What follows belongs to an exercise in optimizing a design on an open flow for small area and a short achievable clock period; a production flow would make more cautious choices.
Where RTL was checked, it was by simulation tests only, not by an equivalence proof against the original.
Power and IR drop assume default switching activity.

==> module arp_cache, before the edit <==
module arp_cache #(
  parameter int DEPTH     = 16,
  parameter int AGE_W     = 8,
  parameter int AGE_LIMIT = 200,
  parameter int TICK_DIV  = 16
) (
  input  logic                     i_clk,
  input  logic                     i_rst,
  input  logic                     i_upd_valid,
  input  logic [31:0]              i_upd_ip,
  input  logic [47:0]              i_upd_mac,
  input  logic                     i_seek_valid,
  input  logic [31:0]              i_seek_ip,
  input  logic                     i_flush,
  output logic                     o_seek_valid,
  output logic                     o_seek_hit,
  output logic [47:0]              o_seek_mac,
  output logic [$clog2(DEPTH):0]   o_count
);
  localparam int IDX_W = $clog2(DEPTH);
  localparam int TCK_W = $clog2(TICK_DIV);
  logic flush;
  assign flush = i_flush;
  logic [31:0]      tbl_ip  [DEPTH];
  logic [47:0]      tbl_mac [DEPTH];
  logic [AGE_W-1:0] tbl_exp [DEPTH];
  logic [DEPTH-1:0] tbl_valid;
  logic             s1_valid;
  logic [DEPTH-1:0] s1_m;
  logic [31:0]      s1_ip;
  logic [47:0]      s1_mac;
  logic [TCK_W-1:0] tick_cnt;
  logic [AGE_W-1:0] gtick;
  logic [IDX_W-1:0] victim;
  logic [2:0]       grp_cnt [4];
  logic             tick, upd_acc, bypass, s1_hit, any_free, adv, seek_hit_c;
  logic [AGE_W-1:0] exp_new;
  logic [DEPTH-1:0] wsel, expire, upd_m, seek_m, vnext, free_oh, vict_oh;
  logic [47:0]      seek_mac_c;
  logic [IDX_W:0]   cnt_c;
  assign tick    = &tick_cnt;
  assign upd_acc = i_upd_valid && (i_upd_ip != 32'd0) && !flush;
  assign bypass  = s1_valid && (s1_ip == i_upd_ip);
  assign exp_new = gtick + AGE_W'(AGE_LIMIT - 1) + AGE_W'(tick);
  always_comb begin
    s1_hit   = |s1_m;
    any_free = ~&tbl_valid;
    for (int i = 0; i < DEPTH; i++) begin
      free_oh[i] = ~tbl_valid[i];
      for (int j = 0; j < i; j++) free_oh[i] = free_oh[i] & tbl_valid[j];
      vict_oh[i] = (victim == IDX_W'(i));
      wsel[i]    = s1_valid & (s1_hit ? s1_m[i] : (any_free ? free_oh[i] : vict_oh[i]));
    end
    adv = s1_valid & ~s1_hit & ~any_free;
  end
  always_comb begin
    for (int i = 0; i < DEPTH; i++) begin
      expire[i] = tick & tbl_valid[i] & (tbl_exp[i] == gtick);
      upd_m[i]  = tbl_valid[i] & (tbl_ip[i] == i_upd_ip);
      seek_m[i] = tbl_valid[i] & (tbl_ip[i] == i_seek_ip);
      vnext[i]  = wsel[i] | (tbl_valid[i] & ~expire[i]);
    end
  end
  always_comb begin
    seek_hit_c = |seek_m;
    seek_mac_c = '0;
    for (int i = 0; i < DEPTH; i++)
      seek_mac_c = seek_mac_c | ({48{seek_m[i]}} & tbl_mac[i]);
  end
  always_comb begin
    cnt_c = '0;
    for (int g = 0; g < 4; g++) cnt_c = cnt_c + (IDX_W + 1)'(grp_cnt[g]);
  end
  always_ff @(posedge i_clk or posedge i_rst) begin
    if (i_rst) s1_valid <= 1'b0;
    else       s1_valid <= upd_acc;
  end
  always_ff @(posedge i_clk) begin
    s1_m   <= bypass ? wsel : upd_m;
    s1_ip  <= i_upd_ip;
    s1_mac <= i_upd_mac;
  end
  for (genvar i = 0; i < DEPTH; i++) begin : g_ent
    always_ff @(posedge i_clk) begin
      if (wsel[i]) begin
        tbl_ip[i]  <= s1_ip;
        tbl_mac[i] <= s1_mac;
        tbl_exp[i] <= exp_new;
      end
    end
  end
  always_ff @(posedge i_clk or posedge i_rst) begin
    if (i_rst) begin
      tbl_valid <= '0;
      for (int g = 0; g < 4; g++) grp_cnt[g] <= '0;
    end else if (flush) begin
      tbl_valid <= '0;
      for (int g = 0; g < 4; g++) grp_cnt[g] <= '0;
    end else begin
      tbl_valid <= vnext;
      for (int g = 0; g < 4; g++)
        grp_cnt[g] <= 3'(vnext[4*g]) + 3'(vnext[4*g+1]) + 3'(vnext[4*g+2]) + 3'(vnext[4*g+3]);
    end
  end
  always_ff @(posedge i_clk or posedge i_rst) begin
    if (i_rst) begin
      victim       <= '0;
      tick_cnt     <= '0;
      gtick        <= '0;
      o_seek_valid <= 1'b0;
      o_seek_hit   <= 1'b0;
      o_seek_mac   <= '1;
      o_count      <= '0;
    end else begin
      if (flush)
        victim <= '0;
      else if (adv)
        victim <= victim + IDX_W'(1);
      tick_cnt     <= tick_cnt + TCK_W'(1);
      if (tick) gtick <= gtick + AGE_W'(1);
      o_seek_valid <= i_seek_valid;
      o_seek_hit   <= i_seek_valid && seek_hit_c;
      o_seek_mac   <= (i_seek_valid && seek_hit_c) ? seek_mac_c : '1;
      o_count      <= cnt_c;
    end
  end
endmodule
export LEC_CHECK = 0
export CAP_MARGIN = 20
export CORE_MARGIN = 2
export CORE_UTILIZATION = 40
export CTS_BUF_LIST = sky130_fd_sc_hd__clkbuf_4 sky130_fd_sc_hd__clkbuf_8
export CTS_CLUSTER_SIZE = 30
export SETUP_SLACK_MARGIN = 3.0
export SLEW_MARGIN = 20
create_clock -name core_clock -period 6.0 [get_ports {i_clk}]
run.sh (not shown) runs the stock make flow with config.mk's settings and CLKGATE_MAP_FILE= SYNTH_SCRIPT=/design/flow/synth_recipe.tcl, a recipe that flattens the netlist after the stock synthesis.
Rerun with:
==> flow/design.v (replaced) <==
module arp_cache #(
  parameter int DEPTH     = 16,
  parameter int AGE_W     = 8,
  parameter int AGE_LIMIT = 200,
  parameter int TICK_DIV  = 16
) (
  input  logic                     i_clk,
  input  logic                     i_rst,
  input  logic                     i_upd_valid,
  input  logic [31:0]              i_upd_ip,
  input  logic [47:0]              i_upd_mac,
  input  logic                     i_seek_valid,
  input  logic [31:0]              i_seek_ip,
  input  logic                     i_flush,
  output logic                     o_seek_valid,
  output logic                     o_seek_hit,
  output logic [47:0]              o_seek_mac,
  output logic [$clog2(DEPTH):0]   o_count
);
  localparam int IDX_W = $clog2(DEPTH);
  localparam int TCK_W = $clog2(TICK_DIV);
  logic flush;
  assign flush = i_flush;
  logic [31:0]      tbl_ip  [DEPTH];
  logic [47:0]      tbl_mac [DEPTH];
  logic [AGE_W-1:0] tbl_exp [DEPTH];
  logic [DEPTH-1:0] tbl_valid;
  logic             s1_valid, s1_byp;
  logic [DEPTH-1:0] s1_m, last_wsel;
  logic [31:0]      s1_ip;
  logic [47:0]      s1_mac;
  logic [TCK_W-1:0] tick_cnt;
  logic [AGE_W-1:0] gtick, gtick_n;
  logic             tick;
  logic [DEPTH-1:0] exp_eq;
  logic [IDX_W-1:0] victim;
  logic [2:0]       grp_cnt [4];
  logic             upd_acc, bypass, s1_hit, any_free, adv, seek_hit_c;
  logic [AGE_W-1:0] exp_new;
  logic [DEPTH-1:0] wsel, expire, keep, upd_m, seek_m, vnext, free_oh, vict_oh;
  logic [2:0]       keep_cnt [4];
  logic [3:0]       grp_add;
  logic [47:0]      seek_mac_c;   
  logic [47:0]      seek_mac_n;   
  logic [IDX_W:0]   cnt_c;
  assign gtick_n = gtick + AGE_W'(tick);
  assign upd_acc = i_upd_valid && (i_upd_ip != 32'd0) && !flush;
  assign bypass  = s1_valid && (s1_ip == i_upd_ip);
  assign exp_new = gtick_n + AGE_W'(AGE_LIMIT - 1);
  always_comb begin
    s1_hit   = s1_byp | (|s1_m);
    any_free = ~&tbl_valid;
    for (int i = 0; i < DEPTH; i++) begin
      free_oh[i] = ~tbl_valid[i];
      for (int j = 0; j < i; j++) free_oh[i] = free_oh[i] & tbl_valid[j];
      vict_oh[i] = (victim == IDX_W'(i));
      wsel[i]    = s1_valid & (s1_m[i] | (s1_byp & last_wsel[i])
                              | (~s1_hit & (any_free ? free_oh[i] : vict_oh[i])));
    end
    adv = s1_valid & ~s1_hit & ~any_free;
  end
  always_comb begin
    for (int i = 0; i < DEPTH; i++) begin
      expire[i] = tick & tbl_valid[i] & exp_eq[i];
      upd_m[i]  = tbl_valid[i] & (tbl_ip[i] == i_upd_ip);
      seek_m[i] = i_seek_valid & tbl_valid[i] & (tbl_ip[i] == i_seek_ip);
      keep[i]   = tbl_valid[i] & ~expire[i];
      vnext[i]  = wsel[i] | keep[i];
    end
  end
  always_comb begin
    seek_hit_c = |seek_m;
    seek_mac_c = '0;
    for (int i = 0; i < DEPTH; i++)
      seek_mac_c = seek_mac_c | ({48{seek_m[i]}} & ~tbl_mac[i]);
  end
  always_comb begin
    for (int g = 0; g < 4; g++) begin
      keep_cnt[g] = 3'(keep[4*g]) + 3'(keep[4*g+1]) + 3'(keep[4*g+2]) + 3'(keep[4*g+3]);
      grp_add[g]  = |(wsel[4*g +: 4] & ~keep[4*g +: 4]);
    end
  end
  always_comb begin
    cnt_c = '0;
    for (int g = 0; g < 4; g++) cnt_c = cnt_c + (IDX_W + 1)'(grp_cnt[g]);
  end
  always_ff @(posedge i_clk or posedge i_rst) begin
    if (i_rst) s1_valid <= 1'b0;
    else       s1_valid <= upd_acc;
  end
  always_ff @(posedge i_clk) begin
    s1_byp    <= bypass;
    s1_m      <= upd_m;
    last_wsel <= wsel;
    for (int i = 0; i < DEPTH; i++) exp_eq[i] <= ~wsel[i] & (tbl_exp[i] == gtick_n);
    s1_ip  <= i_upd_ip;
    s1_mac <= i_upd_mac;
  end
  for (genvar i = 0; i < DEPTH; i++) begin : g_ent
    always_ff @(posedge i_clk) begin
      if (wsel[i]) begin
        tbl_ip[i]  <= s1_ip;
        tbl_mac[i] <= s1_mac;
        tbl_exp[i] <= exp_new;
      end
    end
  end
  always_ff @(posedge i_clk or posedge i_rst) begin
    if (i_rst) begin
      tbl_valid <= '0;
      for (int g = 0; g < 4; g++) grp_cnt[g] <= '0;
    end else if (flush) begin
      tbl_valid <= '0;
      for (int g = 0; g < 4; g++) grp_cnt[g] <= '0;
    end else begin
      tbl_valid <= vnext;
      for (int g = 0; g < 4; g++)
        grp_cnt[g] <= grp_add[g] ? keep_cnt[g] + 3'd1 : keep_cnt[g];
    end
  end
  always_ff @(posedge i_clk or posedge i_rst) begin
    if (i_rst) begin
      victim       <= '0;
      tick_cnt     <= '0;
      tick         <= 1'b0;
      gtick        <= '0;
      o_seek_valid <= 1'b0;
      o_seek_hit   <= 1'b0;
      seek_mac_n   <= '0;
      o_count      <= '0;
    end else begin
      if (flush)
        victim <= '0;
      else if (adv)
        victim <= victim + IDX_W'(1);
      tick_cnt     <= tick_cnt + TCK_W'(1);
      tick         <= (tick_cnt == TCK_W'(TICK_DIV - 2));
      gtick        <= gtick_n;
      o_seek_valid <= i_seek_valid;
      o_seek_hit   <= seek_hit_c;
      seek_mac_n   <= seek_mac_c;
      o_count      <= cnt_c;
    end
  end
  assign o_seek_mac = ~seek_mac_n;
endmodule
What happened: Die area increases by 5.4%. Via count increases by 19%. Sequential share of layout area decreases by 2.2 points. Sequential power stays flat. Final area goes up by 5.3%. Total power climbs by 2.5%. Clock skew stays flat. Combinational power grows by about 10%. Register-to-register slack is worse by 0.03 ns.
For the first run of this note, only the layout was checked, not whether the RTL still works.


## main
Another version of the RTL of arp_cache (not shown whole).
Size in the first run: ~4,200 cells after synthesis, ~1,600 flip-flops, ~170 I/O pins.
==> module arp_cache, before the edit <==
module arp_cache #(
  parameter int DEPTH     = 16,
  parameter int AGE_W     = 8,
  parameter int AGE_LIMIT = 200,
  parameter int TICK_DIV  = 16
) (
  input  logic                     i_clk,
  input  logic                     i_rst,
  input  logic                     i_upd_valid,
  input  logic [31:0]              i_upd_ip,
  input  logic [47:0]              i_upd_mac,
  input  logic                     i_seek_valid,
  input  logic [31:0]              i_seek_ip,
  input  logic                     i_flush,
  output logic                     o_seek_valid,
  output logic                     o_seek_hit,
  output logic [47:0]              o_seek_mac,
  output logic [$clog2(DEPTH):0]   o_count
);
  localparam int IDX_W = $clog2(DEPTH);
  localparam int TCK_W = $clog2(TICK_DIV);
  logic flush;
  assign flush = i_flush;
  logic [31:0]      tbl_ip  [DEPTH];
  logic [47:0]      tbl_mac [DEPTH];
  logic [AGE_W-1:0] tbl_exp [DEPTH];
  logic [DEPTH-1:0] tbl_valid;
  logic             s1_valid, s1_adv;
  logic [DEPTH-1:0] s1_sel;
  logic [31:0]      s1_ip;
  logic [47:0]      s1_mac;
  logic [TCK_W-1:0] tick_cnt;
  logic [AGE_W-1:0] gtick;
  logic [IDX_W-1:0] victim;
  logic             tick, wr_en;
  logic [AGE_W-1:0] exp_new;
  logic [DEPTH-1:0] we, expire, upd_m, seek_m, vnext, free_oh, vict_oh, sel_next;
  logic             upd_any, any_free, bypass, seek_hit_c;
  logic [IDX_W-1:0] victim_n;
  logic [47:0]      seek_mac_c;
  logic [IDX_W:0]   cnt_c;
  assign tick  = &tick_cnt;
  assign wr_en = s1_valid & ~flush;
  assign exp_new = gtick + AGE_W'(AGE_LIMIT - 1) + AGE_W'(tick);
  always_comb begin
    for (int i = 0; i < DEPTH; i++) begin
      we[i]     = wr_en & s1_sel[i];
      expire[i] = tick & tbl_valid[i] & (tbl_exp[i] == gtick);
      upd_m[i]  = tbl_valid[i] & (tbl_ip[i] == i_upd_ip);
      seek_m[i] = tbl_valid[i] & (tbl_ip[i] == i_seek_ip);
      vnext[i]  = (s1_valid & s1_sel[i]) | (tbl_valid[i] & ~expire[i]);
    end
  end
  always_comb begin
    upd_any  = |upd_m;
    any_free = ~&vnext;
    bypass   = s1_valid & (s1_ip == i_upd_ip);
    victim_n = (s1_valid & s1_adv) ? victim + IDX_W'(1) : victim;
    for (int i = 0; i < DEPTH; i++) begin
      free_oh[i] = ~vnext[i];
      for (int j = 0; j < i; j++) free_oh[i] = free_oh[i] & vnext[j];
      vict_oh[i] = (victim_n == IDX_W'(i));
    end
    for (int i = 0; i < DEPTH; i++)
      sel_next[i] = bypass ? s1_sel[i]
                  : (upd_m[i] | (~upd_any & (any_free ? free_oh[i] : vict_oh[i])));
  end
  always_comb begin
    seek_hit_c = |seek_m;
    seek_mac_c = '0;
    cnt_c      = '0;
    for (int i = 0; i < DEPTH; i++) begin
      seek_mac_c = seek_mac_c | ({48{seek_m[i]}} & tbl_mac[i]);
      cnt_c      = cnt_c + (IDX_W + 1)'(tbl_valid[i]);
    end
  end
  always_ff @(posedge i_clk or posedge i_rst) begin
    if (i_rst) s1_valid <= 1'b0;
    else       s1_valid <= i_upd_valid && (i_upd_ip != 32'd0) && !flush;
  end
  always_ff @(posedge i_clk) begin
    s1_adv <= ~bypass & ~upd_any & ~any_free;
    s1_sel <= sel_next;
    s1_ip  <= i_upd_ip;
    s1_mac <= i_upd_mac;
  end
  for (genvar i = 0; i < DEPTH; i++) begin : g_ent
    always_ff @(posedge i_clk) begin
      if (we[i]) begin
        tbl_ip[i]  <= s1_ip;
        tbl_mac[i] <= s1_mac;
        tbl_exp[i] <= exp_new;
      end
    end
  end
  always_ff @(posedge i_clk or posedge i_rst) begin
    if (i_rst)      tbl_valid <= '0;
    else if (flush) tbl_valid <= '0;
    else            tbl_valid <= we | (tbl_valid & ~expire);
  end
  always_ff @(posedge i_clk or posedge i_rst) begin
    if (i_rst) begin
      victim       <= '0;
      tick_cnt     <= '0;
      gtick        <= '0;
      o_seek_valid <= 1'b0;
      o_seek_hit   <= 1'b0;
      o_seek_mac   <= '1;
      o_count      <= '0;
    end else begin
      if (flush)
        victim <= '0;
      else if (wr_en && s1_adv)
        victim <= victim + IDX_W'(1);
      tick_cnt     <= tick_cnt + TCK_W'(1);
      if (tick) gtick <= gtick + AGE_W'(1);
      o_seek_valid <= i_seek_valid;
      o_seek_hit   <= i_seek_valid && seek_hit_c;
      o_seek_mac   <= (i_seek_valid && seek_hit_c) ? seek_mac_c : '1;
      o_count      <= cnt_c;
    end
  end
endmodule
Settings: LEC_CHECK=0, CAP_MARGIN=20, CORE_MARGIN=2, CORE_UTILIZATION=40, SETUP_SLACK_MARGIN=3.0, SLEW_MARGIN=20; clock period 6.0 ns.
> inputs changed (main -> the feature branch)
--- a/flow/design.v
+++ b/flow/design.v
@@ -31,25 +31,25 @@
   logic [47:0]      s1_mac;
   logic [TCK_W-1:0] tick_cnt;
   logic [AGE_W-1:0] gtick;
   logic [IDX_W-1:0] victim;
-  logic             tick, wr_en;
+  logic             tick, upd_acc;
   logic [AGE_W-1:0] exp_new;
   logic [DEPTH-1:0] we, expire, upd_m, seek_m, vnext, free_oh, vict_oh, sel_next;
   logic             upd_any, any_free, bypass, seek_hit_c;
   logic [IDX_W-1:0] victim_n;
   logic [47:0]      seek_mac_c;
   logic [IDX_W:0]   cnt_c;
   assign tick  = &tick_cnt;
-  assign wr_en = s1_valid & ~flush;
+  assign upd_acc = i_upd_valid && (i_upd_ip != 32'd0) && !flush;
   assign exp_new = gtick + AGE_W'(AGE_LIMIT - 1) + AGE_W'(tick);
   always_comb begin
     for (int i = 0; i < DEPTH; i++) begin
-      we[i]     = wr_en & s1_sel[i];
+      we[i]     = s1_sel[i];
       expire[i] = tick & tbl_valid[i] & (tbl_exp[i] == gtick);
       upd_m[i]  = tbl_valid[i] & (tbl_ip[i] == i_upd_ip);
       seek_m[i] = tbl_valid[i] & (tbl_ip[i] == i_seek_ip);
-      vnext[i]  = (s1_valid & s1_sel[i]) | (tbl_valid[i] & ~expire[i]);
+      vnext[i]  = s1_sel[i] | (tbl_valid[i] & ~expire[i]);
     end
   end
   always_comb begin
     upd_any  = |upd_m;
@@ -61,23 +61,29 @@
       for (int j = 0; j < i; j++) free_oh[i] = free_oh[i] & vnext[j];
       vict_oh[i] = (victim_n == IDX_W'(i));
     end
     for (int i = 0; i < DEPTH; i++)
-      sel_next[i] = bypass ? s1_sel[i]
-                  : (upd_m[i] | (~upd_any & (any_free ? free_oh[i] : vict_oh[i])));
+      sel_next[i] = upd_acc & (bypass ? s1_sel[i]
+                  : (upd_m[i] | (~upd_any & (any_free ? free_oh[i] : vict_oh[i]))));
   end
   always_comb begin
     seek_hit_c = |seek_m;
     seek_mac_c = '0;
-    cnt_c      = '0;
-    for (int i = 0; i < DEPTH; i++) begin
+    for (int i = 0; i < DEPTH; i++)
       seek_mac_c = seek_mac_c | ({48{seek_m[i]}} & tbl_mac[i]);
-      cnt_c      = cnt_c + (IDX_W + 1)'(tbl_valid[i]);
-    end
+  end
+  logic [1:0] cnt2 [8];
+  logic [2:0] cnt4 [4];
+  logic [3:0] cnt8 [2];
+  always_comb begin
+    for (int i = 0; i < 8; i++) cnt2[i] = 2'(tbl_valid[2*i]) + 2'(tbl_valid[2*i+1]);
+    for (int i = 0; i < 4; i++) cnt4[i] = 3'(cnt2[2*i]) + 3'(cnt2[2*i+1]);
+    for (int i = 0; i < 2; i++) cnt8[i] = 4'(cnt4[2*i]) + 4'(cnt4[2*i+1]);
+    cnt_c = 5'(cnt8[0]) + 5'(cnt8[1]);
   end
   always_ff @(posedge i_clk or posedge i_rst) begin
     if (i_rst) s1_valid <= 1'b0;
-    else       s1_valid <= i_upd_valid && (i_upd_ip != 32'd0) && !flush;
+    else       s1_valid <= upd_acc;
   end
   always_ff @(posedge i_clk) begin
     s1_adv <= ~bypass & ~upd_any & ~any_free;
     s1_sel <= sel_next;
@@ -109,9 +115,9 @@
       o_count      <= '0;
     end else begin
       if (flush)
         victim <= '0;
-      else if (wr_en && s1_adv)
+      else if (s1_valid && s1_adv)
         victim <= victim + IDX_W'(1);
       tick_cnt     <= tick_cnt + TCK_W'(1);
       if (tick) gtick <= gtick + AGE_W'(1);
       o_seek_valid <= i_seek_valid;
The lower total power per unit cell area of the feature branch and main is in main.
main -> the feature branch: area of all placed cells without fillers decreased slightly
| non-clock buffer count | lower: the feature branch |
Setup slack at placement for the feature branch: 35 ps up relative to main
On post-synthesis instance area, the feature branch and main are neck and neck.
The total power reported for the feature branch is greater than that of main by 760 uW.
Per the comparison of the feature branch with main, non-clock inverter instance count of the final layout +8, final cell count saw little to no change, growth of design area from synthesis to finish lost 2.6 points.
Between the feature branch and main, the minimum setup slack in the final design is higher for main.
On reported combinational group power: between the feature branch and main, it ends up higher for main.
Between main and the feature branch, the flow reports weighted congestion reported at the end of routability-driven placement increasing by a few percent.
No functional check of the RTL was part of any run of this note.

==> afterwards: timing with drivers on the ports <==
Ports are ideal in the flow. The routed layouts listed here were re-timed in OpenROAD.
Step 1, drivers: a clkbuf_16 drives i_clk and a buf_2 each remaining input, both assumed.
Step 2 also shifts input and output timing later by t, the mid clock arrival at the registers, as if the neighbouring blocks saw the same clock.
Slacks: no drivers / after step 1 / after step 2; pairs: no drivers / after step 1.
| run | shift t [ns] | setup slack, ns | worst setup path at the end |
|---|---|---|---|
| the first run of note 1 | 1.081 | 2.932 / 2.932 / 1.861 | input to register |
| the second run of note 1 | 1.110 | 2.796 / 2.849 / 1.739 | input to register |
| main | 0.867 | 2.389 / 2.389 / 1.992 | input to register |
| the feature branch | 0.887 | 2.143 / 2.143 / 1.403 | input to register |
After both steps every run listed still meets setup and hold. The setup slack of the first run of note 1, which loses most, moves by 0.000 ns with the drivers and by -1.071 ns with both steps.
